Context: an optimization exercise on an open-source flow, tuned for small area, a short achievable clock period and few clock cycles per item. The choices shown serve that exercise and are no tape-out recipe. The RTL was checked by simulation tests, not by an equivalence proof against the original design. No activity file was given, so power comes from the tool's default toggle rates.

== oak ==
// color_key_corner_search
module color_key_corner_search #(
	parameter int unsigned FRAME_WIDTH  = 640,
	parameter int unsigned FRAME_HEIGHT = 480,
	parameter int unsigned RADIUS       = 25
) (
	input  wire logic                                clk,
	input  wire logic                                arst_n,
	input  wire logic                                s_axis_tvalid,
	output logic                                     s_axis_tready,
	input  wire logic [ckcs_pkg::IN_TDATA_W-1:0]     s_axis_tdata,
	input  wire logic                                s_axis_tlast,
	output logic                                     m_axis_tvalid,
	input  wire logic                                m_axis_tready,
	output logic [ckcs_pkg::OUT_TDATA_W-1:0]         m_axis_tdata,
	input  wire logic                                cfg_wen,
	input  wire logic [ckcs_pkg::CFG_IDX_W-1:0]      cfg_addr,
	input  wire logic [ckcs_pkg::CFG_DAT_W-1:0]      cfg_wdata
);
Size in the first run: ~1900 cells after synthesis, roughly 320 flip-flops, roughly 130 I/O pins, ~0.019 mm2 of cells after synthesis.
clock: 7.5 ns
lec_check: 0
cap_margin: 20
core_margin: 2
core_utilization: 40
setup_slack_margin: 4.8
slew_margin: 20
standard.sh (not shown) runs the stock make flow with config.mk's settings and CLKGATE_MAP_FILE= SYNTH_SCRIPT=/design/flow/synth_recipe.tcl, a recipe that flattens the netlist after the stock synthesis.
==> flow/flow/run.sh <==
#!/bin/bash
# Standard layout, with the port buffers made from buf_1 cells.
cp standard.sh standard_sh.txt
export BUFFER_PORTS_ARGS="-buffer_cell sky130_fd_sc_hd__buf_1"
bash standard.sh > standard.log 2>&1
The final layout from oak, which completed every stage, passed the timing, design-rule and antenna checks at the end of the flow.
Testbench counts of oak, summed over its fixed seeds: cycles 2,457,656, items 2,457,600.
> inputs changed (oak -> pine)
Settings: SETUP_SLACK_MARGIN: 4.8 -> 4.6.
Results
- Lower worst setup slack after layout among oak and pine: pine
- Changes observed in pine relative to oak: cell count now sits lower; fmax decreased by about 0.7% relative to the old numbers; post-detailed-routing wire length has decreased; quantity of gates resized following cts fell by about 60%; combinational power share lower.
- pine ended up with met5 as its top layer reached by signal wires; oak ended up with met4.
Inputs modified between pine and birch:
Settings: SETUP_SLACK_MARGIN changed from 4.6 to 4.3.
==> comparison <==
- Slack of the critical path: birch vs pine down 140 ps
- The uppermost layer routed comes out met4 in one run and met5 in the other, namely in birch and pine respectively.
- Diff pine -> birch: number of cells traversed by the worst register-to-register path shrank by 1; wire length of the first global-routing pass decreased about 1.3%.
- Against pine, birch comes in 0.19 points higher on proportion of cell area spent on the clock network.
- Compared with pine, total placed instance area in birch decreased slightly.

========
onyx:
color_key_corner_search, a different RTL version from the one above (not shown whole).
For scale: ~290 flip-flops, roughly 130 I/O pins, about 18000 sq um of cells after synthesis.
export LEC_CHECK = 0
export CAP_MARGIN = 20
export CORE_MARGIN = 2
export CORE_UTILIZATION = 40
export CTS_BUF_LIST = sky130_fd_sc_hd__clkbuf_4 sky130_fd_sc_hd__clkbuf_8
export CTS_CLUSTER_SIZE = 20
export SETUP_SLACK_MARGIN = 4.0
export SLEW_MARGIN = 20
create_clock -name core_clock -period 7.5 [get_ports {clk}]
Scripts as last shown in full above: flow/flow/run.sh
Testbench counts of onyx, summed over its fixed seeds: cycles 2,457,648, items 2,457,600.
diff inputs: onyx => garnet
Settings: CTS_BUF_LIST: sky130_fd_sc_hd__clkbuf_4 sky130_fd_sc_hd__clkbuf_8 -> unset; CTS_CLUSTER_SIZE: 20 -> unset.
==> flow/run.sh (new file) <==
#!/bin/bash
# synth_recipe.tcl (not shown) runs the flow's synth.tcl, then flattens the netlist and writes it again
# the make line also repeats each setting of config.mk as NAME=value (left out here)
make -C /OpenROAD-flow-scripts/flow DESIGN_CONFIG=/design/flow/config.mk WORK_HOME=/design/flow/orfs CLKGATE_MAP_FILE= SYNTH_SCRIPT=/design/flow/synth_recipe.tcl finish
removed: flow/flow/run.sh
removed: flow/standard.sh
==> comparison <==
- The run showing the greater part of the power in combinational logic is garnet.
- Delta (garnet minus onyx): switching share of power decreased 0.25 points; relative slew slack rose by 20 points; first-iteration DRC count shows a reduction of about 1.2%; slack of the worst reg-to-reg path went down 0.03 ns; final total power now sits higher.
- There was hardly any difference in parity-gate share of the synthesized area counting xor and xnor cells between garnet and onyx.
- Detailed-route via count: garnet vs onyx, no meaningful difference
- [garnet] relative area change from synthesis to final layout rose 4.9 points relative to onyx
- Clock-buffer cell count was lower in the run labelled garnet.
Edits applied to the flow inputs when going from garnet to amber:
Settings: changing SETUP_SLACK_MARGIN from 4.0 to 4.3.
==> flow/flow/run.sh (new file) <==
#!/bin/bash
# Standard layout, with the port buffers made from buf_1 cells.
cp standard.sh standard_sh.txt
export BUFFER_PORTS_ARGS="-buffer_cell sky130_fd_sc_hd__buf_1"
bash standard.sh > standard.log 2>&1
==> flow/standard.sh (new file) <==
#!/bin/bash
# synth_recipe.tcl (not shown) runs the flow's synth.tcl, then flattens the netlist and writes it again
# the make line also repeats each setting of config.mk as NAME=value (left out here)
make -C /OpenROAD-flow-scripts/flow DESIGN_CONFIG=/design/flow/config.mk WORK_HOME=/design/flow/orfs CLKGATE_MAP_FILE= SYNTH_SCRIPT=/design/flow/synth_recipe.tcl "${@:-finish}"
removed: flow/run.sh
Results
- amber ran to completion and came out clean on the timing, design-rule and antenna checks.
- Diff amber..garnet | average wire per cell in the routed design | negligible
- amber vs garnet — global-route usage rose 0.31 points.
- Hold slack: amber vs garnet, no meaningful difference
- Compared with garnet, in amber share of cell area taken by multi-input logic gates increased 1.7 points, area of the multi-input gates now sits higher, setup slack of the critical path after layout saw an increase, final non-filler cell area went down 0.51%, count of clock-buffer cells in the layout now larger.
- garnet → amber: number of iterations in the first detailed-routing pass decreased 2, core occupancy in the finished layout decreased by 0.24 points relative to the old numbers, total power saw an increase.
#### Input delta (harbor over amber)
Settings: changing SETUP_SLACK_MARGIN from 4.3 to 4.0; changing CORE_UTILIZATION from 40 to 60.
==> flow/run.sh (new file) <==
#!/bin/bash
# synth_recipe.tcl (not shown) runs the flow's synth.tcl, then flattens the netlist and writes it again
# the make line also repeats each setting of config.mk as NAME=value (left out here)
make -C /OpenROAD-flow-scripts/flow DESIGN_CONFIG=/design/flow/config.mk WORK_HOME=/design/flow/orfs CLKGATE_MAP_FILE= SYNTH_SCRIPT=/design/flow/synth_recipe.tcl finish
removed: flow/flow/run.sh
removed: flow/standard.sh
--- outcome ---
- The final reports for harbor and amber show detailed route wirelength on metal2 lower in the former.
- Changes observed in harbor relative to amber: met2 track demand over resource in global routing picked up an extra 13 points; die area lost about 33%; area of all placed cells without fillers ~0 delta; sum of internal, switching and leakage power went down; largest net degree at the start of global routing rose by 23.
- Compare harbor and amber | fraction of power consumed by combinational cells higher: amber
Inputs modified between harbor and sierra:
Settings: CORE_UTILIZATION: 60 -> 40.
==> flow/flow/run.sh (new file) <==
#!/bin/bash
# Standard layout, with the port buffers made from buf_1 cells.
cp standard.sh standard_sh.txt
export BUFFER_PORTS_ARGS="-buffer_cell sky130_fd_sc_hd__buf_1"
bash standard.sh > standard.log 2>&1
==> flow/standard.sh (new file) <==
#!/bin/bash
# synth_recipe.tcl (not shown) runs the flow's synth.tcl, then flattens the netlist and writes it again
# the make line also repeats each setting of config.mk as NAME=value (left out here)
make -C /OpenROAD-flow-scripts/flow DESIGN_CONFIG=/design/flow/config.mk WORK_HOME=/design/flow/orfs CLKGATE_MAP_FILE= SYNTH_SCRIPT=/design/flow/synth_recipe.tcl "${@:-finish}"
removed: flow/run.sh
Results
- The critical path required time reported for sierra is greater than that of harbor by 0.10 ns.
- The final reports for sierra and harbor show ratio of final minimum period to clock period lower in the former.
- Number of iterations in the first detailed-routing pass delta for sierra relative to harbor: 4 lower
- Delta (sierra minus harbor): share of the final layout cell area in multi-input gates has increased, count of buffering cells on the critical path with inverters included has remained practically unchanged.
- Tapcell count of sierra exceeds that of harbor by more than half.
- The highest routing layer actually used comes out met5 in one run and met4 in the other, namely in sierra and harbor respectively.
- Going from harbor to sierra, leakage power shrinks by about 5%.
- Mean routed wirelength per cell, sierra vs harbor: down by a little under 10%
- Compared to harbor, sierra has share of power burned in combinational logic 0.9 points lower.
- The overall power number comes out lower for sierra vs harbor.

========
run 1:
Another version of the RTL of color_key_corner_search (not shown whole).
Size: roughly 1,900 cells after synthesis, ~330 flip-flops, about 130 I/O pins.
Settings: LEC_CHECK=0, CAP_MARGIN=5, CORE_MARGIN=2, CORE_UTILIZATION=40, SETUP_SLACK_MARGIN=4.8, SLEW_MARGIN=5; clock period 7.5 ns.
==> flow/flow/run.sh <==
#!/bin/bash
# Standard layout, with the port buffers made from buf_1 cells.
cp standard.sh standard_sh.txt
export BUFFER_PORTS_ARGS="-buffer_cell sky130_fd_sc_hd__buf_1"
bash standard.sh > standard.log 2>&1
Testbench counts of run 1, summed over its fixed seeds: cycles 2,457,656, items 2,457,600.
Edits applied to the flow inputs when going from run 1 to run 2:
Settings: a change of SETUP_SLACK_MARGIN from 4.8 to 4.4; a change of SLEW_MARGIN from 5 to 20; a change of CAP_MARGIN from 5 to 20.
Results
Looking at register-to-register slack across both flows, run 2 is the weaker of the two, with run 1 ahead. Sequential share of cell area on run 2 is up relative to run 1. Run 2 gives less switching share of total power than run 1 did. Compared with run 1, run 2 shows a lower maximum frequency. Going from run 1 to run 2, final cell count has decreased; number of antenna violations at the first check in global routing has decreased; met3 usage in global routing has decreased.
Input changes introduced in run 3 (baseline for comparison: run 2):
Settings: SETUP_SLACK_MARGIN changed from 4.4 to 4.5.
Results
Going from run 2 to run 3, the sequential fraction of total cell area was found to have gone down by 0.59 points. Worst setup path endpoint = rb_col[7]: run 3; worst setup path endpoint = lm2_q[0]: run 2. Going from run 2 to run 3, layout clock buffer count grew by a few percent. NOTE post-detailed-routing wire length run 2->run 3 increased slightly.
## Diff of input files: run 4 against run 3
Settings: swapping 4.5 for 4.8 in SETUP_SLACK_MARGIN.
### Flow results
- Run 4 ended with every stage complete and zero timing, DRC or antenna violations.
- Summary of run 4 over run 3: total power increased by 3.3% relative to the old numbers; cell count increased by about 1.8% relative to the old numbers; final setup slack of the worst path increased by 0.038 ns relative to the old numbers.
- [compare] base=run 3 new=run 4: wire length +2300 um, detailed-route wire length per cell rose 3.1%, number of stages on the worst hold path saw little to no change, power share of the clock group now sits lower.
- Diff run 4 and run 3: global-route track usage on met3 higher in run 3
- Data arrival time at the worst-slack endpoint came out higher on run 4 than on run 3.

-- port drivers added, routing unchanged --
The flow's constraints put no driver on any port. The routed layouts listed below were extracted and timed again, unchanged, in two steps. Step 1 sets driving cells, clkbuf_16 on the clock port and buf_2 on the other inputs (assumed; they add their load-dependent delay and slew). Step 2 adds t to the input delays and takes it off the output delays; t is the mean of the earliest and latest rising clock arrival at the registers after step 1. Input paths then give back, and output paths get back, about the clock's delay inside the block. Slacks: ideal / step 1 / step 2; pairs: ideal / step 1.
run	t, ns	setup WS [ns]	worst setup path at the end	worst data-port slew with drivers (ns)	pins driven straight from the clock port
oak	0.619	4.464 / 4.464 / 4.070	input to register	0.10	1
pine	0.599	4.442 / 4.442 / 4.047	input to register	0.09	1
birch	0.604	4.304 / 4.304 / 3.782	input to register	0.10	1
onyx	0.667	4.109 / 4.116 / 3.449	input to register	0.09	1
garnet	0.578	4.062 / 4.086 / 3.511	input to register	0.07	1
amber	0.591	4.199 / 4.199 / 3.819	input to register	0.09	1
harbor	0.560	4.049 / 4.049 / 3.547	input to register	0.05	1
sierra	0.587	4.073 / 4.093 / 3.506	input to register	0.09	1
run 1	0.603	4.593 / 4.593 / 4.071	input to register	0.09	1
run 2	0.603	4.454 / 4.454 / 3.916	input to register	0.08	1
run 3	0.621	4.555 / 4.555 / 3.961	input to register	0.10	1
run 4	0.602	4.592 / 4.592 / 4.075	input to register	0.10	1
After both steps setup and hold are still met in every run listed. The setup slack of onyx, which loses most, moves by +0.007 ns with the drivers and by -0.660 ns with both steps.
